This is an optimization exercise on Yosys and OpenROAD, whose aim is small area, not a production implementation. Where RTL was checked, it was by simulation tests only, not by an equivalence proof against the original. Only the layout flow was run in run 2; the RTL was not checked for function there. Power figures rest on the tool's default switching activity, not on a simulated workload.

### design.v
module exec_mem_display #(
    parameter int SCAN_BITS = 17
) (
    input  logic        clk,
    input  logic        rst,
    input  logic [31:0] alu_x,
    input  logic [31:0] alu_y,
    input  logic [3:0]  alu_op,
    output logic [31:0] alu_r,
    output logic [31:0] alu_r2,
    output logic        alu_of,
    output logic        alu_cf,
    output logic        alu_eq,
    input  logic [5:0]  ram_addr,
    input  logic [5:0]  ram_addr_display,
    input  logic [31:0] ram_din,
    input  logic        ram_we,
    input  logic [1:0]  ram_mode,
    input  logic [1:0]  ram_byte,
    output logic [31:0] ram_dout,
    output logic [31:0] ram_display,
    input  logic [2:0]  display,
    input  logic [31:0] total_cycles,
    input  logic [31:0] condi_num,
    input  logic [31:0] uncondi_num,
    input  logic [31:0] condi_suc_num,
    input  logic [31:0] syscall_out,
    input  logic [31:0] show_pc,
    output logic [7:0]  an,
    output logic [7:0]  seg
);
    logic [32:0] w_sum;
    logic [32:0] w_diff;
    assign w_sum  = {1'b0, alu_x} + {1'b0, alu_y};
    assign w_diff = {1'b0, alu_x} - {1'b0, alu_y};
    always_comb begin
        alu_r  = 32'd0;
        alu_r2 = 32'd0;
        alu_of = 1'b0;
        alu_cf = 1'b0;
        alu_eq = (alu_x == alu_y);
        case (alu_op)
            4'd0: alu_r = alu_x << alu_y[4:0];
            4'd1: alu_r = $signed(alu_x) >>> alu_y[4:0];
            4'd2: alu_r = alu_x >> alu_y[4:0];
            4'd5: begin
                alu_r  = w_sum[31:0];
                alu_cf = w_sum[32];
                alu_of = (alu_x[31] == alu_y[31]) && (w_sum[31] != alu_x[31]);
            end
            4'd6: begin
                alu_r  = w_diff[31:0];
                alu_cf = w_diff[32];
                alu_of = (alu_x[31] != alu_y[31]) && (w_diff[31] != alu_x[31]);
            end
            4'd7:  alu_r = alu_x & alu_y;
            4'd8:  alu_r = alu_x | alu_y;
            4'd9:  alu_r = alu_x ^ alu_y;
            4'd10: alu_r = ~(alu_x | alu_y);
            4'd11: alu_r = {31'd0, $signed(alu_x) < $signed(alu_y)};
            4'd12: alu_r = {31'd0, alu_x < alu_y};
            default: alu_r = 32'd0;
        endcase
    end
    logic [31:0] r_mem [64];
    logic [31:0] w_wdata;
    assign ram_dout    = r_mem[ram_addr];
    assign ram_display = r_mem[ram_addr_display];
    always_comb begin
        w_wdata = ram_dout;
        case (ram_mode)
            2'b00: begin
                case (ram_byte)
                    2'd0: w_wdata[7:0]   = ram_din[7:0];
                    2'd1: w_wdata[15:8]  = ram_din[7:0];
                    2'd2: w_wdata[23:16] = ram_din[7:0];
                    default: w_wdata[31:24] = ram_din[7:0];
                endcase
            end
            2'b01: begin
                if (ram_byte[1]) w_wdata[31:16] = ram_din[15:0];
                else             w_wdata[15:0]  = ram_din[15:0];
            end
            default: w_wdata = ram_din;
        endcase
    end
    always_ff @(posedge clk) begin
        if (rst) begin
            for (int i = 0; i < 64; i++) r_mem[i] <= 32'd0;
        end else if (ram_we) begin
            r_mem[ram_addr] <= w_wdata;
        end
    end
    logic [SCAN_BITS+2:0] r_scan;
    always_ff @(posedge clk) begin
        if (rst) r_scan <= '0;
        else     r_scan <= r_scan + 1'b1;
    end
    logic [2:0]  w_digit;
    logic [31:0] w_val;
    logic [3:0]  w_nib;
    assign w_digit = r_scan[SCAN_BITS+2:SCAN_BITS];
    assign an      = ~(8'b1 << w_digit);
    assign w_nib   = w_val[{w_digit, 2'b00} +: 4];
    always_comb begin
        w_val = 32'd0;
        case (display)
            3'd0: w_val = ram_display;
            3'd1: w_val = total_cycles;
            3'd2: w_val = condi_num;
            3'd3: w_val = uncondi_num;
            3'd4: w_val = condi_suc_num;
            3'd5: w_val = syscall_out;
            3'd6: w_val = show_pc;
            default: w_val = 32'd0;
        endcase
    end
    always_comb begin
        seg = 8'hC0;
        case (w_nib)
            4'h0: seg = 8'hC0;
            4'h1: seg = 8'hF9;
            4'h2: seg = 8'hA4;
            4'h3: seg = 8'hB0;
            4'h4: seg = 8'h99;
            4'h5: seg = 8'h92;
            4'h6: seg = 8'h82;
            4'h7: seg = 8'hF8;
            4'h8: seg = 8'h80;
            4'h9: seg = 8'h90;
            4'hA: seg = 8'h88;
            4'hB: seg = 8'h83;
            4'hC: seg = 8'hC6;
            4'hD: seg = 8'hA1;
            4'hE: seg = 8'h86;
            default: seg = 8'h8E;
        endcase
    end
endmodule
### run.sh
#!/bin/bash
# synth_recipe.tcl (not shown) runs the flow's synth.tcl, then flattens the netlist and writes it again
# the make line also repeats each setting of config.mk as NAME=value (left out here)
make -C /OpenROAD-flow-scripts/flow DESIGN_CONFIG=/design/flow/config.mk WORK_HOME=/design/flow/orfs CLKGATE_MAP_FILE= SYNTH_SCRIPT=/design/flow/synth_recipe.tcl finish
### config.mk
export PLATFORM = sky130hd
export DESIGN_NAME = exec_mem_display
export DESIGN_NICKNAME = exec_mem_display
export VERILOG_FILES = /design/flow/design.v
export SDC_FILE = /design/flow/constraint.sdc
export NUM_CORES = 4
export LEC_CHECK = 0
export CAP_MARGIN = 20
export CELL_PAD_IN_SITES_DETAIL_PLACEMENT = 1
export CELL_PAD_IN_SITES_GLOBAL_PLACEMENT = 2
export CORE_MARGIN = 2
export CORE_UTILIZATION = 30
export PLACE_DENSITY = 0.5
export SLEW_MARGIN = 20
### constraint.sdc
create_clock -name core_clock -period 12.0 [get_ports {clk}]
set_input_delay 2.4000 -clock core_clock [delete_from_list [all_inputs] [get_ports {clk}]]
set_output_delay 2.4000 -clock core_clock [all_outputs]
set_load 0.01 [all_outputs]
==> results_dict.tcl, run 1 <==
set metrics [dict create \
    synth_area_sq_um 113000 \
    period_minus_slack_ps 11680 \
    htreeDepth 5 \
    grt_pass1_vias 93700 \
    dr.pass1.iters 8 \
    antenna_found_initial 61 \
    drc 0 \
    clk_latency_ps 940 \
    ys_ff_latch 2068 \
    hold_class "flop to flop" \
    slew_headroom_pct 8.22 \
    grt_max_degree 66 \
    crit_fanout 52 \
    final_cell_mix "nor2_1 (2281), edfxtp_1 (2048), a22oi_1 (1060)" \
    postSynth.asyncResetShare_pct 0 \
    cap_violations 0 \
    place_congestion 0.971 \
    critPathLaunchType "primary input" \
    cts_setup_buffers 0 \
    synth-seq-area-share_pct 54.9 \
    tns_ps 0 \
    cts-buffers-inserted 268 \
    cts_hold_buf 0 \
    syn-instance-count 9634 \
    cellPowerDensity_nw_per_um2 150 \
    total_power_uw 19900 \
    critPathArrivalTime_ps 9280 \
    synth.distinct_cells 97 \
    track_usage_pct 37.0 \
    fillers 39800 \
    holdWs_ps 460 \
    worst_ep_required_time_ps 9600 \
    path_clk_slew_ps 50 \
    port_buffers 427 \
    wl_mm 726 \
    num_rows 225 \
    die-area_sq_um 381000 \
    ant_nets 0 \
    avgViaCountPerCell 6.47 \
    dp_hpwl_mm 486 \
    gr-total-overflow 0 \
    setup_viol 0 \
    cts_tree "built" \
    drtIter0Drc 14500 \
    ys.warnings.count 1 \
    core-area_sq_um 375000 \
    vias 97000 \
    path_class "primary input to output pin" \
    nets 10200 \
    status "timing/DRC/antenna clean" \
    p_leak_uw 0.0456 \
    synth-main-ff-cell "edfxtp_1" \
    area_delta_synth_final_pct 17.5 \
    cts_root_buf "clkbuf_16" \
    drive_above_1_share_pct 15.8 \
    final_common_cell "nor2_1" \
    hold_violations 0 \
    syn_area_per_cell_sq_um 11.7 \
    cts_resized 0 \
    die_x_microns 617 \
    worst_pin_slew_ps 1380 \
    rsz0062_at_grt "false" \
    fmax_mhz 85.6 \
    cts.path.max_buffers 4 \
    cts.sink_count 2068 \
    fin_skew_ps 51.1 \
    synth-edff-count 2048 \
    die_y_microns 617 \
    critPathCaptureType "output pin" \
    wl_per_cell_microns 48.4 \
    utilization_pct 35.4 \
    finalMaxSlewViolations 0 \
    fin_crit_sh_pct 97.3 \
    io_pins 461 \
    floorplan.initialDensity_pct 30.1 \
    grt_pass1_wl_mm 944 \
    ir_drop_uv 95.3 \
]
-- Yosys cell counts, drive strengths merged (23+ instances only) --
cell type | number | share of area (%)
a211oi | 30 | 0.20
a21o | 36 | 0.24
mux2i | 335 | 3.0
o22ai | 37 | 0.21
nand4 | 190 | 1.1
ha | 116 | 1.3
nand3 | 134 | 0.59
nand2b | 104 | 0.58
o221ai | 23 | 0.18
nor2b | 36 | 0.20
edfxtp | 2048 | 55
a221oi | 163 | 1.3
o21ai | 168 | 0.75
nor3 | 52 | 0.23
a31oi | 66 | 0.37
o211ai | 36 | 0.24
mux2 | 24 | 0.24
a22o | 144 | 1.1
a22oi | 1060 | 7.1
nor2 | 2293 | 7.6
a21oi | 244 | 1.1
clkbuf | 739 | 2.5
nand2 | 270 | 0.90
buf | 303 | 1.7
inv | 110 | 0.37
mux4 | 461 | 9.3
-- metrics by stage --
step	setup WS, ps	cell area (sq um)	std cells
after floorplan	3170	113000	9665
after detailed placement	913	124000	14500
after CTS	891	132000	15000
final	318	132000	15000
after global placement	-10.1	124000	14500
after global routing	795	132000	15000
-- layout make-up --
class / instances / area [sq um] / area share, %
sequential: 2068 / 61900 / 46.7
multi-input combinational: 6441 / 47000 / 35.5
timing repair buffer: 890 / 8390 / 6.33
clock buffer: 334 / 7080 / 5.35
tap: 4994 / 6250 / 4.72
clock inverter: 140 / 1360 / 1.03
inverter: 114 / 428 / 0.323
antenna: 24 / 60.1 / 0.0453
-- final timing paths --
path	start	slack, ps	endpoint	cells after the start
max	ram_addr_display[1]	320	seg[6]	14
min	r_scan[0]$_SDFF_PP0_	460	r_scan[0]$_SDFF_PP0_	1
max reg2reg	r_mem[49][25]$_SDFFCE_PN0P_	6670	r_mem[4][25]$_SDFFCE_PN0P_	10
min reg2reg	r_scan[0]$_SDFF_PP0_	460	r_scan[0]$_SDFF_PP0_	1
-- critical path: stages --
cell,delay [ps]
buf_8,290
buf_4,460
nand2b_2,670
nor2_1,230
a32oi_1,1050
nand4_1,560
mux2_2,490
mux2i_1,560
a311oi_1,260
o32ai_4,810
buf_4,290
and2_1,160
o2bb2ai_1,150
clkdlybuf4s50_1,590
-- power breakdown --
group	switching [uW]	internal (uW)
clock network	3520	4600
logic	2470	907
registers	162	8190
total	6150	13700
-- per-layer routing --
| metal | track usage (%) | part of all wire (%) |
|---|---|---|
| met5 | 0 | 0.024 |
| met4 | 19.3 | 6.3 |
| met3 | 8.63 | 9.5 |
| met2 | 56.3 | 44 |
| met1 | 49.0 | 41 |
-- cell families after synthesis --
| family | Yosys count | synth area share [%] |
|---|---|---|
| AO/OA/AOI/OAI | 2219 | 14.4 |
| XOR/XNOR | 18 | 0.140 |
| adder cells (fa/ha/maj) | 118 | 1.32 |
| buffers and inverters | 1156 | 4.56 |
| flip-flops | 2068 | 54.9 |
| multiplexers | 820 | 12.5 |
| other | 2 | 0.00666 |
| AND/OR/NAND/NOR | 3233 | 12.2 |
-- flip-flops by register name (all words and copies together) (netlist names) --
name	flops
r_mem	2048
r_scan	20
==> run 2, diff against run 1 <==
--- a/design.v
+++ b/design.v
@@ -65,6 +65,23 @@
     logic [31:0] r_mem [64];
     logic [31:0] w_wdata;
-    assign ram_dout    = r_mem[ram_addr];
-    assign ram_display = r_mem[ram_addr_display];
+    logic [31:0] w_bus;
+    logic [63:0] w_sel_a;
+    logic [63:0] w_sel_d;
+    logic [63:0] w_wen;
+    always_comb begin
+        for (int i = 0; i < 64; i++) begin
+            w_sel_a[i] = (ram_addr == i[5:0]);
+            w_sel_d[i] = (ram_addr_display == i[5:0]);
+            w_wen[i]   = rst | (ram_we & w_sel_a[i]);
+        end
+    end
+    always_comb begin
+        ram_dout    = 32'd0;
+        ram_display = 32'd0;
+        for (int i = 0; i < 64; i++) begin
+            ram_dout    = ram_dout    | (r_mem[i] & {32{w_sel_a[i]}});
+            ram_display = ram_display | (r_mem[i] & {32{w_sel_d[i]}});
+        end
+    end
     always_comb begin
         w_wdata = ram_dout;
@@ -85,10 +102,8 @@
         endcase
     end
+    assign w_bus = w_wdata & {32{~rst}};
     always_ff @(posedge clk) begin
-        if (rst) begin
-            for (int i = 0; i < 64; i++) r_mem[i] <= 32'd0;
-        end else if (ram_we) begin
-            r_mem[ram_addr] <= w_wdata;
-        end
+        for (int i = 0; i < 64; i++)
+            if (w_wen[i]) r_mem[i] <= w_bus;
     end
     logic [SCAN_BITS+2:0] r_scan;
==> run 2 against run 1 <==
Still clean on timing, DRC and antenna. Setup slack gained 520 ps. Cell count shrank 5.8%. Utilization up 0.49 points. Area after synthesis shrank 8.1%. Critical path type unchanged.
==> results_dict.tcl, run 2 <==
set metrics [dict create \
    place_congestion 0.922 \
    synth_area_sq_um 104000 \
    worst_pin_slew_ps 1330 \
    path_delay_family "simple AND/OR/NAND/NOR gates" \
    yosys.area.top_type "edfxtp_1" \
    nets 9761 \
    fillers 36700 \
    grt_pass1_vias 96200 \
    io_pins 461 \
    p_leak_uw 0.0423 \
    path_clk_slew_ps 60 \
    cts_hold_buf 0 \
    largest_reg_flops 2048 \
    track_usage_pct 43.9 \
    tns_ps 0 \
    synth.top_cell.area_share_pct 59.4 \
    hold_class "flop to flop" \
    cap_violations 0 \
    syn-instance-count 9058 \
    place_inst 13700 \
    finalMaxSlewViolations 0 \
    yosysMostFrequentCell "nand3_1" \
    multi_input_area_sq_um 38500 \
    ant_nets 0 \
    path_class "primary input to output pin" \
    period_minus_slack_ps 11160 \
    gr-total-overflow 0 \
    die_x_microns 592 \
    top_register "r_mem" \
    area_delta_synth_final_pct 18.8 \
    cts_tree "built" \
    die-area_sq_um 350000 \
    rsz0062_at_grt "false" \
    cts.sink_count 2068 \
    antenna_found_initial 103 \
    synth-main-ff-cell "edfxtp_1" \
    status "timing/DRC/antenna clean" \
    synth-edff-count 2048 \
    postSynth.asyncResetShare_pct 0 \
    cts_setup_buffers 0 \
    timing.rr.start "r_mem[18][18]$_DFFE_PP_" \
    avgViaCountPerCell 7.29 \
    port_buffers 427 \
    cts-buffers-inserted 241 \
    ir_drop_uv 121 \
    vias 103000 \
    cts_root_buf "clkbuf_16" \
    regArea_sq_um 61900 \
    cpMaxStageDelayCell "clkdlybuf4s50_1" \
    final_common_cell "nand3_1" \
    cp_num_cells 16 \
    crit_fanout 29 \
    final_cell_mix "nand3_1 (2107), edfxtp_1 (2048), a22oi_1 (1065)" \
    crit_path_start "ram_addr_display[2]" \
    drive_above_1_share_pct 11.5 \
    timing.rr.end "r_mem[51][18]$_DFFE_PP_" \
    floorplan.initialDensity_pct 30.2 \
    cts_resized 0 \
    hold_violations 0 \
    synth.distinct_cells 94 \
    synth_area_leaders "edfxtp_1 (59%), nand3_1 (10%), a22oi_1 (7.7%)" \
    fmax_mhz 89.6 \
    critPathCaptureType "output pin" \
    critPathLaunchType "primary input" \
    setup_viol 0 \
    grt_max_degree 115 \
    yosys-top-cells-count "nand3_1 (2107), edfxtp_1 (2048), a22oi_1 (1065)" \
    crit_path_max_incr_delay_ps 920 \
    die_y_microns 592 \
    ys.warnings.count 2 \
    synth-seq-area-share_pct 59.7 \
    dp_hpwl_mm 475 \
    dr.pass1.iters 6 \
    cp_cell_sequence "clkdlybuf4s50_1 -> and4b_4 -> buf_4 -> nand3_1 -> nand4_1 -> nor4_1 -> nand4_1 -> nor2_1 -> nor4_2 -> buf_4 -> o41ai_4 -> inv_1 -> ha_1 -> mux2_2 -> a22o_1 -> clkdlybuf4s50_1" \
    num_rows 215 \
    reg2reg_depth 8 \
    wl_mm 793 \
    slew_headroom_pct 11.1 \
    critPathBufInv 5 \
    grt_pass1_wl_mm 1010 \
    worst_ep_required_time_ps 9600 \
    critPathArrivalTime_ps 8760 \
    clk_latency_ps 1010 \
    cellPowerDensity_nw_per_um2 159 \
    endpoint "seg[6]" \
    stdcell_count 14100 \
    reg2reg_slack_ps 8140 \
    fin_skew_ps 52.5 \
    biggestRegsByFlops "r_mem (2048), r_scan (20)" \
    cts.path.max_buffers 4 \
    drtIter0Drc 19800 \
    drc 0 \
    wl_per_cell_microns 56.1 \
    syn_area_per_cell_sq_um 11.4 \
    fin_crit_sh_pct 93.0 \
    htreeDepth 4 \
    ys_ff_latch 2068 \
    core-area_sq_um 343000 \
]
==> run 2: stage by stage <==
stage / hold WS (ps) / total power [uW] / area, sq um / setup WS (ps) / utilization, %
2_1_floorplan: 426 / 10000 / 104000 / 3600 / -
3_3_place_gp: 439 / 11800 / 115000 / 891 / 33.4
3_5_place_dp: 453 / 11800 / 115000 / 992 / 33.5
4_1_cts: 468 / 19500 / 123000 / 962 / 35.8
5_1_grt: 490 / 19800 / 123000 / 752 / 35.8
6_report: 462 / 19600 / 123000 / 836 / 35.8
==> run 2: worst min path at each step <==
stage                          from              endpoint  slack [ps]  cells past startpoint
3_5_place_dp   r_scan[0]$_SDFF_PP0_  r_scan[0]$_SDFF_PP0_         450                      1
4_1_cts        r_scan[0]$_SDFF_PP0_  r_scan[0]$_SDFF_PP0_         470                      1
3_3_place_gp   r_scan[0]$_SDFF_PP0_  r_scan[0]$_SDFF_PP0_         440                      1
2_1_floorplan  r_scan[0]$_SDFF_PP0_  r_scan[0]$_SDFF_PP0_         430                      1
6_report       r_scan[0]$_SDFF_PP0_  r_scan[0]$_SDFF_PP0_         460                      1
5_1_grt        r_scan[0]$_SDFF_PP0_  r_scan[0]$_SDFF_PP0_         490                      1
==> run 2: cell families (layout without fill, tap and decap cells) <==
group                    count (synthesis)  count (layout)  share of synthesized area [%]
adder cells (fa/ha/maj)                106             106                           1.29
multiplexers                           137             137                           1.95
flip-flops                            2068            2068                           59.7
other                                    2              76                        0.00725
XOR/XNOR                                19              19                          0.161
AO/OA/AOI/OAI                         1772            1772                           12.5
buffers and inverters                  964            1412                           4.62
AND/OR/NAND/NOR                       3990            3990                           19.8
==> run 2: report_power, final <==
part / switching (uW) / internal [uW] / total, uW
Sequential: 414 / 8690 / 9100
Clock: 3390 / 4460 / 7850
Combinational: 2040 / 625 / 2660
Total: 5840 / 13800 / 19600
==> run 2: final cells by class <==
| type | count | area share, % |
|---|---|---|
| Clock buffer | 287 | 5.13 |
| Multi-Input combinational cell | 6057 | 31.3 |
| Inverter | 108 | 0.329 |
| Sequential cell | 2068 | 50.3 |
| Clock inverter | 152 | 1.36 |
| Timing Repair Buffer | 865 | 6.88 |
| Antenna cell | 43 | 0.0874 |
| Tap cell | 4557 | 4.63 |
==> run 2: worst register-to-register path, cell delays in order, from the launching register on <==
cell      delay [ps]
edfxtp_1         430
a22oi_1          320
nand2_1           80
nor4_1           320
nand4_1          900
mux2_2           640
a22oi_1          280
a21oi_4          100
buf_4            350
==> run 2: metal layers <==
layer  share of wire [%]  vias to the layer above  track usage (%)
met4                 7.2                       34             26.8
met1                  38                    54400             57.1
li1                    -                    36800                -
met3                  12                     2298             12.2
met2                  42                     9416             64.5
met5               0.060                        -                0

==> port drivers added, routing unchanged <==
No port has a modelled driver above. Below, the same layouts with a new extraction and two added sets of constraints.
Step 1, drivers: a clkbuf_16 drives clk and a buf_2 each remaining input, both assumed.
Step 2 moves the port delays by t, midway between the first and last clock arrival at a register: inputs arrive t later, outputs are due t later. That takes back most of the time a late clock gives input paths.
Three values: no drivers, after step 1, after step 2; two values: the first two.
run	t (ns)	slack for setup (ns)	worst setup path after step 2	cell pins on the clock port's net
run 1	1.020	0.318 / 0.279 / 0.279	input to output	1
run 2	1.095	0.836 / 0.803 / 0.803	input to output	1
After both steps every run listed still meets setup and hold. For run 1, which loses most, drivers alone change the setup slack by -0.039 ns; drivers and shift together by -0.039 ns.
